Context: an optimization exercise on an open-source flow, tuned for small area. The choices shown serve that exercise and are no tape-out recipe. The RTL was checked by simulation tests, not by an equivalence proof against the original design.

==> design/flow/design.v <==
package anc_pkg;
    typedef logic signed [14-1:0] sample_t;
    typedef logic signed [16-1:0] weight_t;
    typedef logic signed [14+16+3:0] acc_t;
    typedef logic [3-1:0] tap_idx_t;
    typedef enum logic [4:0] {
        ST_NONE   = 5'b00000,
        ST_IDLE   = 5'b00001,
        ST_FILTER = 5'b00010,
        ST_ERROR  = 5'b00100,
        ST_UPDATE = 5'b01000,
        ST_DONE   = 5'b10000
    } seq_state_t;
    typedef struct packed {
        logic     start;       
        logic     filter_en;   
        logic     error_en;    
        logic     update_en;   
        tap_idx_t tap;
    } frame_ctl_t;
endpackage
module frame_sequencer
(
    input  logic       clk,
    input  logic       rstn,
    input  logic       head_flag,
    output logic       start,
    output logic       filter_en,
    output logic       update_en,
    output logic       out_load,
    output logic       last_upd
);
    logic [4:0] s;
    assign start     = (s == 5'd0) && head_flag;
    assign filter_en = (s >= 5'd1) && (s <= 5'd8);
    assign update_en = (s >= 5'd10) && (s <= 5'd17);
    assign out_load  = (s == 5'd10);
    assign last_upd  = (s == 5'd17);
    always_ff @(posedge clk or negedge rstn)
    begin
        if (!rstn)
            s <= 5'd0;
        else if (s == 5'd0)
        begin
            if (head_flag)
                s <= 5'd1;
        end
        else if (s == 5'd18)
        begin
            if (!head_flag)
                s <= 5'd0;
        end
        else
            s <= s + 5'd1;
    end
endmodule
module step_counter
(
    input  logic       clk,
    output logic [2:0] ptr
);
    always_ff @(posedge clk)
        ptr <= ptr + 3'd1;
endmodule
module ref_delay_line
(
    input  logic               clk,
    input  logic               rstn,
    input  logic               start,
    input  logic signed [13:0] reff,
    input  logic [2:0]         ptr,
    output logic signed [13:0] x
);
    logic signed [13:0] taps [8];
    logic [3:0]         nf;
    always_ff @(posedge clk)
    begin
        if (start)
        begin
            taps[0] <= reff;
            for (int i = 1; i < 8; i++)
                taps[i] <= taps[i-1];
        end
    end
    always_ff @(posedge clk or negedge rstn)
    begin
        if (!rstn)
            nf <= 4'd0;
        else if (start && !nf[3])
            nf <= nf + 4'd1;
    end
    assign x = (nf[3] || (ptr < nf[2:0])) ? taps[ptr] : 14'sd0;
endmodule
module lms_channel
(
    input  logic               clk,
    input  logic               start,
    input  logic               filter_en,
    input  logic               update_en,
    input  logic               wv,
    input  logic signed [13:0] primary,
    input  logic signed [13:0] x,
    output logic signed [13:0] err
);
    logic signed [15:0] w [8];
    logic signed [32:0] acc;
    logic signed [15:0] w_rd;
    logic signed [15:0] m;
    logic signed [32:0] addend;
    logic signed [32:0] t;
    logic signed [20:0] y;
    assign w_rd = wv ? w[7] : 16'sd0;
    assign y = ~acc[32:12];
    always_comb
    begin
        if (y[20:13] != {8{y[13]}})
            err = y[20] ? -14'sd8192 : 14'sd8191;
        else
            err = y[13:0];
    end
    assign m      = filter_en ? w_rd : (update_en ? 16'(err) : 16'sd0);
    assign addend = update_en ? {2'b00, w_rd, 15'd0} : acc;
    assign t      = addend + m * x;
    always_ff @(posedge clk)
    begin
        if (start)
            acc <= {{7{~primary[13]}}, ~primary, 12'd0};
        else if (filter_en)
            acc <= t;
    end
    always_ff @(posedge clk)
    begin
        w[0] <= update_en ? t[30:15] : w[7];
        for (int i = 1; i < 8; i++)
            w[i] <= w[i-1];
    end
endmodule
module anc_top
(
    input  logic        clk,
    input  logic        rstn,
    input  logic        head_flag,
    input  anc_pkg::sample_t reff,
    input  anc_pkg::sample_t primary_a,
    input  anc_pkg::sample_t primary_b,
    output anc_pkg::sample_t dout,
    output logic        frame_done
);
    logic start, filter_en, update_en, out_load, last_upd;
    logic [2:0] ptr;
    logic signed [13:0] x;
    logic signed [13:0] err_a;
    logic signed [13:0] err_b;
    logic wv;
    frame_sequencer seq_i (
        .clk       (clk),
        .rstn      (rstn),
        .head_flag (head_flag),
        .start     (start),
        .filter_en (filter_en),
        .update_en (update_en),
        .out_load  (out_load),
        .last_upd  (last_upd)
    );
    step_counter step_i (
        .clk (clk),
        .ptr (ptr)
    );
    ref_delay_line ref_i (
        .clk   (clk),
        .rstn  (rstn),
        .start (start),
        .reff  (reff),
        .ptr   (ptr),
        .x     (x)
    );
    always_ff @(posedge clk or negedge rstn)
    begin
        if (!rstn)
            wv <= 1'b0;
        else if (last_upd)
            wv <= 1'b1;
    end
    lms_channel chan_a (
        .clk       (clk),
        .start     (start),
        .filter_en (filter_en),
        .update_en (update_en),
        .wv        (wv),
        .primary   (primary_a),
        .x         (x),
        .err       (err_a)
    );
    lms_channel chan_b (
        .clk       (clk),
        .start     (start),
        .filter_en (filter_en),
        .update_en (update_en),
        .wv        (wv),
        .primary   (primary_b),
        .x         (x),
        .err       (err_b)
    );
    always_ff @(posedge clk or negedge rstn)
    begin
        if (!rstn)
        begin
            dout       <= '0;
            frame_done <= 1'b0;
        end
        else
        begin
            frame_done <= out_load;
            if (out_load)
                dout <= err_a + err_b;
        end
    end
endmodule
==> design/flow/run.sh <==
#!/bin/bash
# synth_recipe.tcl (not shown) runs the flow's synth.tcl, then flattens the netlist and writes it again
# the make line also repeats each setting of config.mk as NAME=value (left out here)
make -C /OpenROAD-flow-scripts/flow DESIGN_CONFIG=/design/flow/config.mk WORK_HOME=/design/flow/orfs CLKGATE_MAP_FILE= SYNTH_SCRIPT=/design/flow/synth_recipe.tcl finish
==> design/flow/config.mk <==
export PLATFORM = sky130hd
export DESIGN_NAME = anc_top
export DESIGN_NICKNAME = anc_top
export VERILOG_FILES = /design/flow/design.v
export SDC_FILE = /design/flow/constraint.sdc
export NUM_CORES = 4
export LEC_CHECK = 0
export CAP_MARGIN = 20
export CORE_MARGIN = 2
export CORE_UTILIZATION = 40
export SLEW_MARGIN = 20
==> design/flow/constraint.sdc <==
create_clock -name core_clock -period 12.0 [get_ports {clk}]
set_input_delay 2.4000 -clock core_clock [delete_from_list [all_inputs] [get_ports {clk}]]
set_output_delay 2.4000 -clock core_clock [all_outputs]
set_load 0.01 [all_outputs]
==> results.yml <==
outcome:
  outcome: "complete, no violations"
setup_path:
  crit_buf_inv: 4
  end_kind: "register"
  critPathMaxFanout: 19
  cp_common_cell: "fa_1"
  startpoint_type: "register"
  cp_slowest_cell: "nor2b_1"
  worst_ep_required_time_ns: 12.32
  cp_top_family: "adder cells"
  max_stage_delay_ns: 0.82
  critPathKind: "reg2reg"
  cp_data_arrival_time_ns: 11.38
drt:
  first_pass_iters: 6
  wl_met1_um: 39800
  ant_nets: 0
  vias: 24500
  route.detailed.drc: 0
  highest_layer: "met4"
  drt_iter0_markers: 1952
  wl_met3_um: 5450
  wl_met2_um: 39300
  wl_per_cell_um: 18.4
  vias_per_cell: 5.16
  routed_wl_um: 87000
finish:
  syn2layout_area_growth_pct: 10.9
  fin_nets: 4271
  multi_input_area_um2: 21200
  ff_latch_area_um2: 10900
  drive_above_1_share: 0.0565
  diodes: 0
  fillerInstances: 8322
die:
  design.core.area_um2: 85400
  dieWidth_um: 298
  rows: 107
  die_area_um2: 88800
  pin_count: 60
  start_util: 0.405
  die_h_um: 298
sta:
  tightest_slew_ns: 1.11
  min_period_over_period: 0.922
  setup_tns_ns: 0
  rsz0062_at_grt: "no"
  finalMaxSlewViolations: 0
  setup_ws_ns: 0.940
  hold_viol_final: 0
  fmax_mhz: 90.4
  finalCriticalPeriod_ns: 11.06
  setup_viol_count_final: 0
  slew_headroom: 0.256
  finClkSkew_ns: 0.0249
place:
  dp_hpwl_um: 67700
  portBuffers: 59
  place.gp.congestion: 0.909
  post-place-ws_ns: 1.02
grt:
  grt_pass1_vias: 24500
  grt_first_pass_wirelength_um: 139000
  grt_usage: 0.199
  grt-ovfl-total: 0
  grt_max_degree: 74
  antenna_found_initial: 0
clocking:
  clk-insertion-delay-late_ns: 0.60
  cts_repair_resize_count: 0
  root_buffer: "clkbuf_16"
  htree_num_levels: 2
  clkSlewWorstSetupHoldPaths_ns: 0.07
  post_cts_buffers: 0
  cts_sinks: 462
  max-clock-path-buffers: 3
  ctsHoldBuffers: 0
  cts_tree: "done"
  cts_buffers: 47
synth:
  synth_area_leader_cell: "fa_1"
  synth_area_um2: 34600
  synth_area_leaders: "fa_1 26%, dfxtp_1 16%, edfxtp_1 13%"
  synth-async-reset-ratio: 0.0541
  synth_area_per_cell_um2: 9.86
  synth_seq_area_share: 0.316
  ys_warn_count: 7
  yosysMostFrequentCell: "inv_1"
  synthFlopType: "dfxtp_1"
  synth_top_cells_by_count: "549 x inv_1, 441 x fa_1, 372 x nand2_1, 323 x nor2_1, 283 x dfxtp_1"
  yosysUniqueCellTypes: 88
  syn_inst: 3504
  syn_nets: 4218
  synth_edf_count: 154
  ys_seq_elements: 462
  yosysTopAreaCellShare: 0.255
hold_path:
  hp-class: "reg2reg"
job:
  max-cap-violations: 0
## cells in the final DEF, fill, tap and decap left out, types with 7 or more instances in the layout
master,n
inv_1,548
a21o_1,51
nor3_1,23
o21bai_1,12
o21a_1,22
a22oi_1,34
nand4_1,7
nor2b_1,19
ha_1,228
clkbuf_16,47
o211ai_1,14
o21ai_0,110
buf_4,67
o31ai_1,9
o22ai_1,32
xor2_1,32
a221oi_1,8
edfxtp_1,154
dfxtp_1,283
nand3_1,58
dfrtp_1,25
inv_6,7
a31oi_1,16
nand2_1,371
xnor2_1,103
a222oi_1,17
nor4_1,8
and3_1,17
a22o_1,23
clkinv_2,7
nor2_1,319
or3_1,9
a211oi_1,18
nand2b_1,47
fa_1,441
a21oi_1,154
and2_1,44
clkdlybuf4s50_1,59
o21ai_1,15
clkbuf_8,7
## sequential cells by signal, summed over array words and instances, names as in the netlist
| name | flops |
|---|---|
| chan_b.w | 128 |
| chan_b.acc | 33 |
| seq_i.s | 5 |
| frame_done | 1 |
| dout | 14 |
| chan_a.w | 128 |
| chan_a.acc | 33 |
| ref_i.nf | 4 |
| wv | 1 |
| ref_i.taps | 112 |
| step_i.ptr | 3 |
## cell type report
type,instances,share of cell area
multi-input cells,2368,0.553
flip-flops and latches,462,0.285
inverters,550,0.0540
well taps,1144,0.0373
clock buffers,60,0.0338
repair buffers,128,0.0289
clock inverters,27,0.00832
## stage by stage
stage | std cells | instance area [µm²] | hold WS (ns) | utilization
after global placement | 4650 | 36700 | 0.310 | 0.430
after CTS | 4737 | 38300 | 0.306 | 0.449
after global routing | 4739 | 38300 | 0.309 | 0.449
final | 4739 | 38300 | 0.309 | 0.449
after floorplan | 3504 | 34600 | 0.310 | -
after detailed placement | 4650 | 36700 | 0.312 | 0.430
## final timing paths
path / slack [ns] / endpoint / depth (start not counted) / from
max: 0.94 / chan_a.acc[31] / 36 / step_i.ptr[0]
min: 0.31 / chan_a.w[3][2] / 0 / chan_a.w[2][2]
max reg2reg: 0.94 / chan_a.acc[31] / 36 / step_i.ptr[0]
min reg2reg: 0.31 / chan_a.w[3][2] / 0 / chan_a.w[2][2]
max in group asynchronous: 9.51 / ref_i.nf[2] / 2 / rstn
min in group asynchronous: 2.19 / seq_i.s[4] / 2 / rstn
## metal layers
layer / vias to the layer above / global-route usage
li1: 11500 / -
met1: 12200 / 0.283
met2: 643 / 0.311
met3: 108 / 0.0345
met4: 0 / 0.0589
met5: - / 0
## logic make-up (layout without fill, tap and decap cells)
logic type | after synthesis | after routing | synth area share
XOR/XNOR | 136 | 136 | 0.0350
multiplexers | 3 | 3 | 0.000869
AO/OA/AOI/OAI | 610 | 610 | 0.117
AND/OR/NAND/NOR | 950 | 950 | 0.119
buffers and inverters | 674 | 765 | 0.0737
adder cells (fa/ha/maj) | 669 | 669 | 0.338
flip-flops | 462 | 462 | 0.316

-- static timing again, ports no longer ideal --
How much do the figures lean on ideal ports? The routed layout below was timed once more, with nothing changed but the port constraints. Step 1: set_driving_cell puts a clkbuf_16 on clk and a buf_2 on each other input, an assumption about the parent block. Step 2 adds t to the input delays and takes it off the output delays; t is the mean of the earliest and latest rising clock arrival at the registers after step 1. Input paths then give back, and output paths get back, about the clock's delay inside the block. a / b / c = ideal / step 1 / step 2; a / b = the first two.
t, ns: 0.653
slack for setup (ns): 0.940 / 0.940 / 0.940
worst hold slack (ns): 0.309 / 0.309 / 0.309
worst data-port slew with drivers (ns): 0.05
cell pins on the clock port's net: 1
After both steps this run still meets setup and hold. The setup slack of this run moves by 0.000 ns with the drivers and by 0.000 ns with both steps.
